This design comes from an exercise in tuning for small area on the open sky130 flow, not from production work. In this exercise RTL edits were held to simulation tests only and were not proved equivalent to the original. No activity file was given, so power comes from the tool's default toggle rates.

===== design/flow/design.v =====
module core_top (
  input  logic        clk,
  input  logic        rst_n,
  input  logic [31:0] inst,
  output logic [31:0] pc,
  output logic        retire_valid,
  output logic [4:0]  retire_rd,
  output logic [31:0] retire_data
);
  localparam logic [1:0] ST_CLR = 2'd0;   
  localparam logic [1:0] ST_P1  = 2'd1;
  localparam logic [1:0] ST_P2  = 2'd2;
  logic [2:0]  t_q;
  logic [1:0]  st_q;
  logic [29:0] pcw_q;
  logic [31:0] rf_q [1:31];
  logic [3:0]  dl_q [7];  
  logic [3:0]  prev_q;    
  logic [27:0] res_q;     
  logic [4:0]  amt_q;     
  logic        c_q;       
  logic [6:0] opc;
  logic [2:0] f3;
  logic       alt;
  logic       is_reg;
  logic       is_imm;
  logic       legal;
  logic       sub;
  logic [4:0] rs1;
  logic [4:0] rs2;
  logic [4:0] rd;
  assign opc    = inst[6:0];
  assign f3     = inst[14:12];
  assign alt    = inst[30];
  assign rd     = inst[11:7];
  assign rs1    = inst[19:15];
  assign rs2    = inst[24:20];
  assign is_reg = (opc == 7'b0110011);
  assign is_imm = (opc == 7'b0010011);
  assign legal  = (is_reg || is_imm) && (f3 != 3'b011) && !(f3 == 3'b101 && alt);
  assign sub    = is_reg && alt && (f3 == 3'b000);
  logic p1;
  logic p2;
  logic last;
  assign p1   = (st_q == ST_P1);
  assign p2   = (st_q == ST_P2);
  assign last = (t_q == 3'd7);
  logic [3:0] a_n;
  logic [3:0] r2_n;
  logic [3:0] imm_n;
  logic [3:0] b_n;
  logic [3:0] nib [32];
  always_comb begin
    nib[0] = 4'd0;
    for (int r = 1; r < 32; r++) nib[r] = rf_q[r][3:0];
  end
  always_comb begin
    case (rs1)
      5'd0: a_n = nib[0];
      5'd1: a_n = nib[1];
      5'd2: a_n = nib[2];
      5'd3: a_n = nib[3];
      5'd4: a_n = nib[4];
      5'd5: a_n = nib[5];
      5'd6: a_n = nib[6];
      5'd7: a_n = nib[7];
      5'd8: a_n = nib[8];
      5'd9: a_n = nib[9];
      5'd10: a_n = nib[10];
      5'd11: a_n = nib[11];
      5'd12: a_n = nib[12];
      5'd13: a_n = nib[13];
      5'd14: a_n = nib[14];
      5'd15: a_n = nib[15];
      5'd16: a_n = nib[16];
      5'd17: a_n = nib[17];
      5'd18: a_n = nib[18];
      5'd19: a_n = nib[19];
      5'd20: a_n = nib[20];
      5'd21: a_n = nib[21];
      5'd22: a_n = nib[22];
      5'd23: a_n = nib[23];
      5'd24: a_n = nib[24];
      5'd25: a_n = nib[25];
      5'd26: a_n = nib[26];
      5'd27: a_n = nib[27];
      5'd28: a_n = nib[28];
      5'd29: a_n = nib[29];
      5'd30: a_n = nib[30];
      default: a_n = nib[31];
    endcase
    case (rs2)
      5'd0: r2_n = nib[0];
      5'd1: r2_n = nib[1];
      5'd2: r2_n = nib[2];
      5'd3: r2_n = nib[3];
      5'd4: r2_n = nib[4];
      5'd5: r2_n = nib[5];
      5'd6: r2_n = nib[6];
      5'd7: r2_n = nib[7];
      5'd8: r2_n = nib[8];
      5'd9: r2_n = nib[9];
      5'd10: r2_n = nib[10];
      5'd11: r2_n = nib[11];
      5'd12: r2_n = nib[12];
      5'd13: r2_n = nib[13];
      5'd14: r2_n = nib[14];
      5'd15: r2_n = nib[15];
      5'd16: r2_n = nib[16];
      5'd17: r2_n = nib[17];
      5'd18: r2_n = nib[18];
      5'd19: r2_n = nib[19];
      5'd20: r2_n = nib[20];
      5'd21: r2_n = nib[21];
      5'd22: r2_n = nib[22];
      5'd23: r2_n = nib[23];
      5'd24: r2_n = nib[24];
      5'd25: r2_n = nib[25];
      5'd26: r2_n = nib[26];
      5'd27: r2_n = nib[27];
      5'd28: r2_n = nib[28];
      5'd29: r2_n = nib[29];
      5'd30: r2_n = nib[30];
      default: r2_n = nib[31];
    endcase
  end
  always_comb begin
    case (t_q)
      3'd0:    imm_n = inst[23:20];
      3'd1:    imm_n = inst[27:24];
      3'd2:    imm_n = inst[31:28];
      default: imm_n = {4{inst[31]}};
    endcase
  end
  assign b_n = is_reg ? r2_n : imm_n;
  logic       inv;
  logic       cin;
  logic [4:0] sum;
  logic       lt;
  assign inv = p1 || sub;
  assign cin = (t_q == 3'd0) ? inv : c_q;
  assign sum = {1'b0, a_n} + {1'b0, b_n ^ {4{inv}}} + {4'd0, cin};
  assign lt  = (a_n[3] != b_n[3]) ? a_n[3] : sum[3];
  logic       is_sll;
  logic [3:0] fin;
  logic [2:0] dly;
  logic [3:0] cur;
  logic [7:0] w;
  logic [3:0] sh_n;
  assign is_sll = !f3[2];
  assign fin    = a_n & {4{p1 ^ is_sll}};
  assign dly    = amt_q[4:2] ^ {3{!is_sll}};   
  always_comb begin
    case (dly)
      3'd0:    cur = fin;
      3'd1:    cur = dl_q[0];
      3'd2:    cur = dl_q[1];
      3'd3:    cur = dl_q[2];
      3'd4:    cur = dl_q[3];
      3'd5:    cur = dl_q[4];
      3'd6:    cur = dl_q[5];
      default: cur = dl_q[6];
    endcase
  end
  assign w = {cur, prev_q};
  always_comb begin
    if (is_sll) begin
      case (amt_q[1:0])
        2'd0:    sh_n = w[7:4];
        2'd1:    sh_n = w[6:3];
        2'd2:    sh_n = w[5:2];
        default: sh_n = w[4:1];
      endcase
    end else begin
      case (amt_q[1:0])
        2'd0:    sh_n = w[3:0];
        2'd1:    sh_n = w[4:1];
        2'd2:    sh_n = w[5:2];
        default: sh_n = w[6:3];
      endcase
    end
  end
  logic [3:0] res_n;
  always_comb begin
    case (f3)
      3'b000:  res_n = sum[3:0];
      3'b001:  res_n = sh_n;
      3'b010:  res_n = {3'd0, c_q && (t_q == 3'd0)};
      3'b100:  res_n = a_n ^ b_n;
      3'b101:  res_n = sh_n;
      3'b110:  res_n = a_n | b_n;
      default: res_n = a_n & b_n;
    endcase
  end
  logic [3:0] wd;
  assign wd = p2 ? res_n : 4'd0;
  always_ff @(posedge clk) begin
    if (!rst_n) begin
      t_q   <= 3'd0;
      st_q  <= ST_CLR;
      pcw_q <= 30'h2000_0000;
    end else begin
      t_q <= t_q + 3'd1;
      if (last) begin
        case (st_q)
          ST_P1:   st_q <= legal ? ST_P2 : ST_P1;
          default: st_q <= ST_P1;
        endcase
        if ((p1 && !legal) || p2) pcw_q <= pcw_q + 30'd1;
      end
    end
  end
  always_ff @(posedge clk) begin
    dl_q[0] <= fin;
    for (int k = 1; k < 7; k++) dl_q[k] <= dl_q[k-1];
    prev_q <= cur;
    res_q <= {wd, res_q[27:4]};
    c_q   <= (p1 && last) ? lt : sum[4];
    if (p1 && t_q == 3'd0) amt_q[3:0] <= b_n;
    if (p1 && t_q == 3'd1) amt_q[4]   <= b_n[0];
  end
  logic [31:0] we;
  logic [3:0]  hi;
  logic [7:0]  lo;
  always_comb begin
    for (int i = 0; i < 4; i++) hi[i] = (st_q == ST_CLR) || (p2 && rd[4:3] == 2'(i));
    for (int j = 0; j < 8; j++) lo[j] = (st_q == ST_CLR) || (rd[2:0] == 3'(j));
    for (int r = 0; r < 32; r++) we[r] = hi[r / 8] && lo[r % 8];
  end
  always_ff @(posedge clk) begin
    for (int r = 1; r < 32; r++)
      rf_q[r] <= {we[r] ? wd : rf_q[r][3:0], rf_q[r][31:4]};
  end
  assign pc           = {pcw_q, 2'b00};
  assign retire_valid = p2 && last;
  assign retire_rd    = rd;
  assign retire_data  = {wd, res_q};
endmodule

===== design/flow/flow/run.sh =====
#!/bin/bash
# The standard ORFS layout with three changes:
#  - synthesis maps the logic with an area-oriented ABC script (flow/abc_area.script, used
#    through a copy of ORFS's scripts folder in which only that file differs); the synthesis
#    script, its passes and the registers it makes are unchanged;
#  - the port buffers are buf_1 cells;
#  - the clock tree is built from clkbuf_8 cells driving clusters of up to 20 flip-flops, with
#    no dummy loads.
# make's output goes to make.log; ORFS keeps each step's own log under orfs/logs/.
set -euo pipefail
here=$(pwd)
rm -rf "$here/scripts"
cp -r "$FLOW_HOME/scripts" "$here/scripts"
cp "$here/flow/abc_area.script" "$here/scripts/abc_area.script"
bash standard.sh \
  "SCRIPTS_DIR=$here/scripts" \
  "BUFFER_PORTS_ARGS=-buffer_cell sky130_fd_sc_hd__buf_1" \
  "CTS_ARGS=-sink_clustering_enable -repair_clock_nets -dont_use_dummy_load -buf_list sky130_fd_sc_hd__clkbuf_8 -sink_clustering_size 20 -sink_clustering_max_diameter 60" \
  finish > make.log 2>&1

===== design/flow/flow/abc_area.script =====
&get -n
&st
&dch -f
&nf -R 1000 -p
&put
topo
stime -c
buffer -c
upsize -c
dnsize -c

===== design/flow/standard.sh =====
#!/bin/bash
# synth_recipe.tcl (not shown) runs the flow's synth.tcl, then flattens the netlist and writes it again
# the make line also repeats each setting of config.mk as NAME=value (left out here)
make -C /OpenROAD-flow-scripts/flow DESIGN_CONFIG=/design/flow/config.mk WORK_HOME=/design/flow/orfs CLKGATE_MAP_FILE= SYNTH_SCRIPT=/design/flow/synth_recipe.tcl "${@:-finish}"

===== design/flow/config.mk =====
export PLATFORM = sky130hd
export DESIGN_NAME = core_top
export DESIGN_NICKNAME = core_top
export VERILOG_FILES = /design/flow/design.v
export SDC_FILE = /design/flow/constraint.sdc
export NUM_CORES = 4
export LEC_CHECK = 0
export ABC_AREA = 1
export CAP_MARGIN = 20
export CORE_MARGIN = 2
export CORE_UTILIZATION = 45
export SLEW_MARGIN = 20

===== design/flow/constraint.sdc =====
create_clock -name core_clock -period 15.0 [get_ports {clk}]
set_input_delay 3.0000 -clock core_clock [delete_from_list [all_inputs] [get_ports {clk}]]
set_output_delay 3.0000 -clock core_clock [all_outputs]
set_load 0.01 [all_outputs]

==> impl_metrics.tcl, run 1 <==
set metrics [dict create \
    hold_buffers 0 \
    place_congestion 0.886 \
    dr.pass1.iters 6 \
    pwr-share-seq_pct 69.4 \
    cts_tree "done" \
    cts_buffer_depth 3 \
    routed_via_density 4.92 \
    worst_slew_pin_slew_ps 1120 \
    swShare_pct 20.2 \
    path_cells "buf_1 -> nand2b_1 -> nor3b_1 -> nor4_1 -> and4_1 -> nand4_1 -> o21ai_0 -> o22ai_1 -> xor2_1 -> fa_1 -> fa_1 -> xnor2_1 -> a22oi_1 -> o2111ai_1 -> o211ai_1 -> buf_4 -> inv_1 -> buf_1" \
    dieArea_um2 62800 \
    fin_nets 2253 \
    synthCells 2061 \
    cp.arrival_ps 7540 \
    post_synth.cell_area_avg_um2 13.3 \
    status "complete, no violations" \
    setup_viol 0 \
    crit_fanout 18 \
    synth-edff-count 5 \
    ys_ff_latch 1093 \
    fmax_mhz 94.9 \
    skew_ps 100 \
    ys_seq_area_share_pct 80.2 \
    maxCapViolations 0 \
    rows 90 \
    fin_crit_ps 10540 \
    antenna_found_initial 3 \
    cp_data_required_time_ps 12000 \
    num_io_pins 104 \
    antenna_left 0 \
    p_sw_w 0.000849 \
    syn2layout_area_growth_pct 7.98 \
    ir_worst_vdd_mv 0.0679 \
    pwr-share-comb_pct 2.1 \
    drc 0 \
    grt.overflow.total 0 \
    synthArstFlopShare_pct 0 \
    p_leak_nw 11.4 \
    hp-class "reg -> reg" \
    ff_latch_area_um2 21900 \
    initial_utilization_pct 45.4 \
    worstSetupPathType "in -> out" \
    crit_family "simple AND/OR/NAND/NOR gates" \
    wire_per_inst_um 18.4 \
    holdWs_ps 239 \
    power-per-cell-area_nw_per_um2 142 \
    grt_pass1_wl_mm 82.5 \
    yosys_warnings 4 \
    synth.distinct_cells 61 \
    final_max_slew_viol_count 0 \
    setup.worst_path.start_class "primary input" \
    rr_startpoint "t_q[0]" \
    end_kind "output port" \
    min_from "rf_q[12][15]" \
    postCtsSetupBuffers 0 \
    hold_viol 0 \
    nFillCells 5220 \
    cts-root-buf "clkbuf_8" \
    cp_num_buf_inv 4 \
    drive_gt1_share_pct 4.69 \
    internal-power_w 0.00336 \
    drt_wl_total_mm 55.0 \
    grt_max_degree 36 \
    htreeDepth 3 \
    rsz0062_at_grt "false" \
    fin_crit_sh_pct 70.2 \
    multiInputGateArea_um2 5140 \
    fp.dieH_um 251 \
    hpwl_mm 39.0 \
    portBuffers 101 \
    cts.sinks 1093 \
    synth.cell_area_um2 27400 \
    die_w_um 251 \
    cts_buffers 69 \
    startpoint "inst[20]" \
    cts.clk_slew.worst_paths_ps 110 \
    ys.flop_type "dfxtp_1" \
    setup_tns_ps 0 \
    core_area_um2 60200 \
    grt_pass1_vias 14000 \
    grt_usage_pct 17.5 \
    cts_resized 0 \
    first_iter_violations 1104 \
    slew_headroom_pct 24.8 \
    cpMaxStageDelayCell "nor3b_1" \
    clkLatencyLatePin_ps 690 \
    clock_power_share_pct 28.5 \
    vias 14700 \
    max_stage_delay_ps 740 \
]
-- per-layer routing --
| layer | share of wire [%] | vias up | GRT usage [%] |
|---|---|---|---|
| li1 | - | 7206 | - |
| met1 | 49 | 6945 | 24.5 |
| met2 | 42 | 412 | 26.3 |
| met3 | 6.1 | 98 | 4.41 |
| met4 | 2.8 | 4 | 6.42 |
| met5 | 0.040 | - | 0 |
-- state kept, by name, indices dropped and copies added, names as in the netlist --
register,cells
amt_q,5
dl_q,28
t_q,3
res_q,28
c_q,1
st_q,2
pcw_q,30
prev_q,4
rf_q,992
-- layout by cell type (no fill, tap or decap), types with 10 or more instances in the layout --
master / n
ha_1: 17
nor2_1: 112
nand2_1: 229
nor3_1: 27
nand3_1: 19
a22o_1: 32
nor4_1: 15
nand2b_1: 15
and2_1: 11
a22oi_1: 64
buf_1: 101
buf_4: 10
inv_1: 18
o21ai_0: 75
o21ai_1: 52
nor2b_1: 10
dfxtp_1: 1088
nor3b_1: 14
a221oi_1: 32
clkbuf_8: 69
nand4_1: 34
a21oi_1: 45
-- cell usage after synthesis, types with 3 or more instances --
master / count / area [µm²]
inv_2: 3 / 11.3
ha_1: 17 / 213
a31o_2: 3 / 26.3
a222oi_1: 6 / 60.1
and2_1: 11 / 68.8
inv_1: 18 / 67.6
o22ai_1: 3 / 18.8
nor3b_1: 14 / 105
xor2_1: 7 / 61.3
a22o_1: 32 / 280
nand2b_1: 15 / 93.8
nand4_1: 34 / 213
o21ai_1: 50 / 250
nor3_1: 27 / 135
xnor2_1: 9 / 78.8
buf_1: 5 / 18.8
nor4_1: 15 / 93.8
a221oi_1: 32 / 280
buf_4: 14 / 105
nor2b_1: 10 / 62.6
nand2_1: 229 / 860
nand3_1: 19 / 95.1
o21ai_0: 77 / 385
a21oi_1: 46 / 230
or3_1: 6 / 37.5
edfxtp_1: 5 / 150
o211ai_1: 7 / 52.6
nor2_1: 112 / 420
and3_1: 4 / 25.0
nor3_2: 3 / 30.0
a22oi_1: 64 / 480
dfxtp_1: 1088 / 21800
a31oi_1: 9 / 56.3
clkbuf_1: 21 / 78.8
buf_2: 3 / 15.0
and2b_1: 4 / 30.0
-- cell type report --
type / count / share of cell area, %
inverters: 21 / 0.267
clock buffers: 69 / 3.22
diodes: 2 / 0.0169
well taps: 782 / 3.31
repair buffers: 111 / 1.54
flip-flops and latches: 1093 / 74.3
multi-input cells: 904 / 17.4
-- cells by family (layout without fill, tap and decap cells) --
| family | Yosys count | count (layout) | synth area share (%) |
|---|---|---|---|
| flops | 1093 | 1093 | 80.2 |
| xor+xnor | 16 | 16 | 0.512 |
| mux | 2 | 2 | 0.0732 |
| buf+inv | 65 | 201 | 1.13 |
| other cells | 1 | 4 | 0.0137 |
| fa+ha+maj | 19 | 19 | 0.924 |
| simple gates | 521 | 521 | 8.89 |
| compound gates | 344 | 344 | 8.28 |
-- power groups by stage --
| stage | clock [W] | sequential (W) | combinational, W |
|---|---|---|---|
| floorplan | 0 | 0.00298 | 0.0000595 |
| global placement | 0 | 0.00298 | 0.0000855 |
| detailed placement | 0 | 0.00299 | 0.0000850 |
| CTS | 0.00125 | 0.00292 | 0.0000856 |
| global route | 0.00135 | 0.00292 | 0.0000968 |
| finish | 0.00120 | 0.00292 | 0.0000876 |
-- path summary, 6_finish.rpt --
path	cells past startpoint	to	slack (ps)
max	18	retire_data[30]	4460
min	0	rf_q[12][11]	240
max reg2reg	16	rf_q[20][30]	10400
min reg2reg	0	rf_q[12][11]	240
-- metrics by stage --
stage / total power (W) / worst slack, ps / instance area [µm²] / std cells / util, %
floorplan: 0.00304 / 5630 / 27400 / 2062 / -
global placement: 0.00307 / 4620 / 28600 / 2911 / 47.4
detailed placement: 0.00307 / 4570 / 28600 / 2911 / 47.4
CTS: 0.00426 / 4550 / 29500 / 2980 / 49.0
global route: 0.00437 / 4110 / 29500 / 2981 / 49.0
finish: 0.00421 / 4460 / 29500 / 2982 / 49.0
==> run 2, diff against run 1 <==
==> design/flow/flow/run.sh (replaced) <==
#!/bin/bash
# The standard ORFS layout with three changes:
#  - synthesis maps the logic with an area-oriented ABC script (flow/abc_area.script, which
#    restructures the logic with &deepsyn for up to 120 s before mapping; it is used
#    through a copy of ORFS's scripts folder in which only that file differs); the synthesis
#    script, its passes and the registers it makes are unchanged;
#  - the port buffers are buf_1 cells;
#  - the clock tree is built from clkbuf_4 cells driving clusters of up to 12 flip-flops, with
#    no dummy loads.
# make's output goes to make.log; ORFS keeps each step's own log under orfs/logs/.
set -euo pipefail
here=$(pwd)
rm -rf "$here/scripts"
cp -r "$FLOW_HOME/scripts" "$here/scripts"
cp "$here/flow/abc_area.script" "$here/scripts/abc_area.script"
bash standard.sh \
  "SCRIPTS_DIR=$here/scripts" \
  "BUFFER_PORTS_ARGS=-buffer_cell sky130_fd_sc_hd__buf_1" \
  "CTS_ARGS=-sink_clustering_enable -repair_clock_nets -dont_use_dummy_load -buf_list sky130_fd_sc_hd__clkbuf_4 -sink_clustering_size 12 -sink_clustering_max_diameter 40" \
  finish > make.log 2>&1
==> design/flow/flow/abc_area.script (replaced) <==
&get -n
&st
&deepsyn -T 120
&dch -f
&nf -R 1000 -p
&put
topo
stime -c
buffer -c
upsize -c
dnsize -c
--- a/design/flow/config.mk
+++ b/design/flow/config.mk
@@ -7,6 +7,6 @@
 export LEC_CHECK = 0
 export ABC_AREA = 1
 export CAP_MARGIN = 20
-export CORE_MARGIN = 2
-export CORE_UTILIZATION = 45
+export CORE_AREA = 2 2 248.535 248.535
+export DIE_AREA = 0 0 250.535 250.535
 export SLEW_MARGIN = 20
==> impl_metrics.tcl, run 2 <==
set metrics [dict create \
    final_area_um2 29200 \
    status "complete, no violations" \
    worst_slack_ps 3910 \
    synthXorXnorAreaFrac_pct 0.226 \
    cts_tree "done" \
    reg2reg_to "rf_q[13][30]" \
    cp.arrival_ps 8090 \
    portBuffers 101 \
    place_area_um2 28400 \
    cts_resized 0 \
    synth_commonest_cells "1088 x dfxtp_1, 164 x nor2_1, 140 x a21oi_1" \
    layout_common_cells "1088 x dfxtp_1, 164 x nor2_1, 140 x a21oi_1" \
    skew_ps 106 \
    rows 90 \
    synth-edff-count 5 \
    synth.cell_area_um2 27100 \
    largest_reg_flops 992 \
    drt_wl_total_mm 60.1 \
    yosys_warnings 4 \
    ir_worst_vdd_mv 0.0811 \
    synth-compound-area-share_pct 8.77 \
    synthCells 2033 \
    synthSimpleGateAreaFrac_pct 7.83 \
    crit_family "compound AO/OA/AOI/OAI gates" \
    synthTopCellsByArea "dfxtp_1 80%, a21oi_1 2.6%, nor2_1 2.3%, nand2_1 1.7%, a22oi_1 1.0%" \
    cp_num_buf_inv 5 \
    top_register "rf_q" \
    post_synth.cell_area_avg_um2 13.3 \
    path_cells "buf_1 -> nor2b_1 -> a222oi_1 -> nand3_1 -> a31oi_1 -> a31oi_1 -> a31oi_1 -> o31ai_2 -> inv_1 -> ha_1 -> a21o_1 -> a21oi_1 -> xor2_1 -> nor2_1 -> a2111oi_0 -> nor2_1 -> o21ai_4 -> buf_4 -> inv_2 -> buf_1" \
    hold_buffers 0 \
    grt_pass1_wl_mm 89.3 \
    max_stage_delay_ps 820 \
    whs_endpoint "rf_q[7][15]" \
    cts-root-buf "clkbuf_4" \
    slew_headroom_pct 31.4 \
    end_kind "output port" \
    cts_buffer_depth 3 \
    worstSetupPathType "in -> out" \
    synth_top_family_by_area "compound AO/OA/AOI/OAI gates" \
    synthAdderAreaFrac_pct 0.933 \
    hpwl_mm 42.0 \
    cp_data_required_time_ps 12000 \
    hp-class "reg -> reg" \
    hold_depth 0 \
    ys_seq_area_share_pct 81.0 \
    rsz0062_at_grt "false" \
    synth_most_common_cell "dfxtp_1" \
    synth_top_cell_by_area "dfxtp_1" \
    cpMaxStageDelayCell "nor2b_1" \
    crit_fanout 32 \
    p_leak_nw 11.6 \
    hold_viol 0 \
    largestRegisters "rf_q x992, pcw_q x30" \
    grt_usage_pct 19.3 \
    num_io_pins 104 \
    grt_pass1_vias 14300 \
    clkLatencyLatePin_ps 920 \
    worst_slew_pin_slew_ps 1030 \
    r2r_setup_slack_ps 10380 \
    fp.dieH_um 251 \
    antenna_left 0 \
    fin_crit_ps 11090 \
    fin_nets 2260 \
    initial_utilization_pct 45.0 \
    htreeDepth 3 \
    rr_worst_depth 15 \
    setup_viol 0 \
    final_common_cell "dfxtp_1" \
    die_w_um 251 \
    grt_max_degree 36 \
    min_from "rf_q[7][19]" \
    setup.worst_path.start_class "primary input" \
    post-synth-top-area-fraction_pct 80.4 \
    fin_crit_sh_pct 74.0 \
    cts.sinks 1093 \
    setup_tns_ps 0 \
    place_congestion 0.923 \
    first_iter_violations 850 \
    ys.flop_type "dfxtp_1" \
    fmax_mhz 90.1 \
    cts.clk_slew.worst_paths_ps 110 \
    synth.distinct_cells 66 \
    drc 0 \
    ys_ff_latch 1093 \
    syn2layout_area_growth_pct 7.94 \
    final_max_slew_viol_count 0 \
    maxCapViolations 0 \
    dieArea_um2 62800 \
    wire_per_inst_um 20.1 \
    routed_via_density 4.93 \
    dr.pass1.iters 7 \
    antenna_found_initial 2 \
    cts_buffers 112 \
    synthArstFlopShare_pct 0 \
    drive_gt1_share_pct 7.48 \
    path_common_cell "a31oi_1" \
    postCtsSetupBuffers 0 \
    synthMuxAreaShare_pct 0.0785 \
    grt.overflow.total 0 \
    place_ws_ps 3660 \
    vias 14800 \
    rr_startpoint "t_q[0]" \
    power-per-cell-area_nw_per_um2 142 \
    core_area_um2 60200 \
]
run 2: cell count changes in the layout (fill, tap and decap cells not counted), moves of 15 or more:
cell / change
o22ai_1: +16
nand2_1: -106
clkbuf_8: -69
nand4_1: -19
a21oi_1: +95
nor3_1: -15
clkbuf_4: +112
o21ai_0: -41
a221oi_1: -17
a22oi_1: -27
nor2_1: +52
a22o_1: -22
nor2b_1: +15
run 2: power breakdown:
group | total, W | internal, W | switching (W) | leakage, nW
clock | 0.00114 | 0.000342 | 0.000797 | 0.515
combinational | 0.0000969 | 0.0000308 | 0.0000661 | 2.24
sequential | 0.00293 | 0.00292 | 0.00000855 | 8.81
total | 0.00416 | 0.00329 | 0.000872 | 11.6
run 2: worst max-delay path by stage:
| stage | end | depth (start not counted) | startpoint | slack (ps) |
|---|---|---|---|---|
| global placement | retire_data[31] | 21 | inst[16] | 3750 |
| finish | retire_data[31] | 20 | inst[19] | 3910 |
| CTS | retire_data[31] | 21 | inst[16] | 3620 |
| global route | retire_data[31] | 21 | inst[16] | 3500 |
| detailed placement | retire_data[31] | 21 | inst[16] | 3660 |
| floorplan | retire_data[31] | 20 | inst[19] | 5360 |
run 2: cells by family (layout without fill, tap and decap cells):
family	count (synthesis)	in the layout
multiplexers	2	2
AND/OR/NAND/NOR	452	452
other	1	7
buffers and inverters	77	248
flip-flops	1093	1093
adder cells (fa/ha/maj)	19	19
XOR/XNOR	7	7
AO/OA/AOI/OAI	382	382
run 2: stage by stage:
stage               instances  utilization (%)  hold WS (ps)  total power [W]
floorplan                2034                -           310          0.00305
global placement         2875             47.1           310          0.00309
detailed placement       2875             47.1           312          0.00309
CTS                      2987             48.5           253          0.00422
global route             2991             48.5           258          0.00434
finish                   2992             48.5           255          0.00416
run 2: final cells by class:
cell class | instances | area (µm²)
Fill cell | 5278 | 31000
Sequential cell | 1093 | 21900
Multi-Input combinational cell | 864 | 4900
Tap cell | 782 | 978
Clock buffer | 112 | 841
Timing Repair Buffer | 116 | 493
Inverter | 20 | 75.1
Antenna cell | 5 | 12.5
run 2: routing by layer:
metal	vias up	track usage (%)	wire, µm
li1	7211	-	-
met1	7019	26.2	28200
met2	407	29.8	26500
met3	125	4.17	2940
met4	0	8.23	2440
met5	-	0	0
==> run 3, diff against run 2 <==
==> design/flow/flow/abc_area.script (replaced) <==
&get -n
&st
&deepsyn -T 120
&dch -f
&nf -R 1000 -p
&put
topo
stime -c
==> impl_metrics.tcl, run 3 <==
set metrics [dict create \
    power-per-cell-area_nw_per_um2 142 \
    first_iter_violations 1059 \
    clock_power_share_pct 27.1 \
    synthAdderAreaFrac_pct 0.942 \
    worstSetupPathType "in -> out" \
    cts_buffers 110 \
    initial_utilization_pct 44.5 \
    cp_data_required_time_ps 12000 \
    ys_ff_latch 1093 \
    synth_commonest_cells "1088 x dfxtp_1, 165 x nor2_1, 140 x a21oi_1" \
    die_w_um 251 \
    cts.sinks 1093 \
    dieArea_um2 62800 \
    post_synth.cell_area_avg_um2 13.5 \
    pwr-share-comb_pct 2.3 \
    fin_crit_ps 11130 \
    place_area_um2 28300 \
    ir_worst_vdd_mv 0.0907 \
    setup_tns_ps 0 \
    status "complete, no violations" \
    synth_top_family_by_area "compound AO/OA/AOI/OAI gates" \
    setup.worst_path.start_class "primary input" \
    cts_tree "done" \
    cp.arrival_ps 8130 \
    antenna_left 0 \
    dr.pass1.iters 6 \
    fin_nets 2260 \
    vias 14700 \
    hold_buffers 0 \
    cts.clk_slew.worst_paths_ps 110 \
    whs_endpoint "rf_q[10][7]" \
    fmax_mhz 89.8 \
    skew_ps 90.6 \
    hp-class "reg -> reg" \
    drive_gt1_share_pct 6.12 \
    synthTopCellsByArea "dfxtp_1 81%, a21oi_1 2.6%, nor2_1 2.3%, nand2_1 1.7%, o21ai_0 1.7%" \
    p_sw_w 0.000859 \
    antenna_found_initial 5 \
    r2r_setup_slack_ps 10040 \
    ys_seq_area_share_pct 81.8 \
    synth.distinct_cells 50 \
    core_area_um2 60200 \
    synthXorXnorAreaFrac_pct 0.229 \
    drc 0 \
    layout_common_cells "1088 x dfxtp_1, 165 x nor2_1, 140 x a21oi_1" \
    min_from "rf_q[10][11]" \
    cts_resized 0 \
    internal-power_w 0.00329 \
    synthArstFlopShare_pct 0 \
    synth-edff-count 5 \
    drt_wl_total_mm 58.6 \
    worst_slew_pin_slew_ps 1010 \
    htreeDepth 3 \
    rows 90 \
    post-synth-top-area-fraction_pct 81.2 \
    synthCells 1983 \
    cts-root-buf "clkbuf_4" \
    pwr-share-seq_pct 70.6 \
    reg2reg_to "pcw_q[29]" \
    grt.overflow.total 0 \
    postCtsSetupBuffers 0 \
    rsz0062_at_grt "false" \
    end_kind "output port" \
    top_register "rf_q" \
    wire_per_inst_um 19.6 \
    swShare_pct 20.7 \
    grt_usage_pct 18.8 \
    grt_pass1_wl_mm 87.5 \
    rr_worst_depth 22 \
    hold_depth 0 \
    rr_startpoint "st_q[0]" \
    maxCapViolations 0 \
    clkLatencyLatePin_ps 910 \
    portBuffers 101 \
    place_congestion 0.888 \
    synthSimpleGateAreaFrac_pct 7.70 \
    hold_viol 0 \
    synth_most_common_cell "dfxtp_1" \
    cts_buffer_depth 3 \
    grt_max_degree 36 \
    yosys_warnings 4 \
    synth_top_cell_by_area "dfxtp_1" \
    synth-compound-area-share_pct 8.81 \
    largest_reg_flops 992 \
    fin_crit_sh_pct 74.2 \
    grt_pass1_vias 14300 \
    p_leak_nw 11.4 \
    routed_via_density 4.93 \
    syn2layout_area_growth_pct 8.64 \
    final_area_um2 29100 \
    final_common_cell "dfxtp_1" \
    ys.flop_type "dfxtp_1" \
    final_max_slew_viol_count 0 \
    fp.dieH_um 251 \
    num_io_pins 104 \
    synthMuxAreaShare_pct 0.0793 \
    setup_viol 0 \
    hpwl_mm 41.5 \
    synth.cell_area_um2 26800 \
    largestRegisters "rf_q x992, pcw_q x30" \
    slew_headroom_pct 32.4 \
    crit_fanout 32 \
]
-- run 3: cell count changes after synthesis, moves of 12 or more --
cell / previous run / this run
o21ai_0: 34 / 90
o21ai_1: 55 / 0
clkbuf_1: 42 / 0
inv_1: 14 / 0
and2_1: 12 / 0
clkinv_1: 0 / 20
and2_0: 0 / 16
-- run 3: layout make-up --
class | instances | area, µm²
fill | 5300 | 31100
sequential | 1093 | 21900
timing repair buffer | 118 | 508
antenna | 3 | 7.51
inverter | 20 | 75.1
clock buffer | 110 | 826
multi-input combinational | 864 | 4820
tap | 782 | 978
-- run 3: how the worst max path moves through the flow --
| stage | startpoint | endpoint | slack, ps | cells past startpoint |
|---|---|---|---|---|
| detailed placement | inst[18] | retire_data[29] | 3860 | 18 |
| global placement | inst[18] | retire_data[29] | 3960 | 18 |
| global route | inst[18] | retire_data[29] | 3510 | 18 |
| finish | inst[18] | retire_data[29] | 3870 | 18 |
| floorplan | inst[16] | retire_data[31] | 4510 | 17 |
| CTS | inst[18] | retire_data[29] | 3880 | 18 |
-- run 3: worst max-delay path, cell delays in order --
cell      delay, ps
buf_1           400
nand2b_1        260
nor2b_1         780
a22oi_1         150
nand3_1         140
a21oi_1          50
a311oi_1        570
o21ai_0         180
o21a_1          260
fa_1            500
fa_1            500
o21ai_0          90
a211oi_1        200
a21oi_1         140
o21ai_4          70
buf_4           450
clkinv_1        160
buf_1           160
-- run 3: metal layers --
layer	vias to the layer above	global-route usage, %	wire [µm]	part of all wire [%]
li1	7189	-	-	-
met1	7049	25.9	27900	48
met2	380	29.0	25900	44
met3	106	4.04	3260	5.6
met4	6	6.91	1580	2.7
met5	-	0	31	0.053
-- run 3: power by group through the flow --
| stage | Clock (W) | Sequential (W) | Combinational (W) |
|---|---|---|---|
| floorplan | 0 | 0.00299 | 0.0000551 |
| global placement | 0 | 0.00299 | 0.0000928 |
| detailed placement | 0 | 0.00299 | 0.0000933 |
| CTS | 0.00118 | 0.00293 | 0.0000937 |
| global route | 0.00129 | 0.00293 | 0.000105 |
| finish | 0.00112 | 0.00293 | 0.0000942 |
-- run 3: kinds of logic (layout without fill, tap and decap cells) --
family / count (synthesis) / in the layout
DFF: 1093 / 1093
and+or+nand+nor: 452 / 452
AOI/OAI and AO/OA: 382 / 382
buffers and inverters: 27 / 248
adders and majority gates: 19 / 19
xor gates and xnor gates: 7 / 7
muxes: 2 / 2
other: 1 / 5
-- run 3: through the flow --
stage / util, % / cells / power, W / setup WS, ps / hold WS (ps)
after floorplan: - / 1984 / 0.00305 / 4510 / 310
after global placement: 47.0 / 2877 / 0.00309 / 3960 / 310
after detailed placement: 47.0 / 2877 / 0.00309 / 3860 / 312
after CTS: 48.4 / 2987 / 0.00420 / 3880 / 265
after global routing: 48.4 / 2989 / 0.00433 / 3510 / 270
final: 48.4 / 2990 / 0.00415 / 3870 / 265

what the ideal ports hide:
In the flow no input, the clock included, has a driving cell. The finished layouts below were timed again as built, in two steps.
Step 1 sets driving cells, clkbuf_16 on the clock port and buf_2 on the other inputs (assumed; they add their load-dependent delay and slew).
Step 2 adds t to the input delays and takes it off the output delays; t is the mean of the earliest and latest rising clock arrival at the registers after step 1. Input paths then give back, and output paths get back, about the clock's delay inside the block.
Three values: ideal ports, drivers, drivers and shift; two values: the first two.
run | t (ns) | slack for setup (ns) | clock arrival spread, ns
run 1 | 0.695 | 4.464 / 4.407 / 4.407 | 0.100 / 0.101
run 2 | 0.924 | 3.905 / 3.847 / 3.847 | 0.106 / 0.107
run 3 | 0.916 | 3.869 / 3.794 / 3.794 | 0.091 / 0.091
After both steps every run listed still meets setup and hold. The setup slack of run 3, which loses most, moves by -0.075 ns with the drivers and by -0.075 ns with both steps.
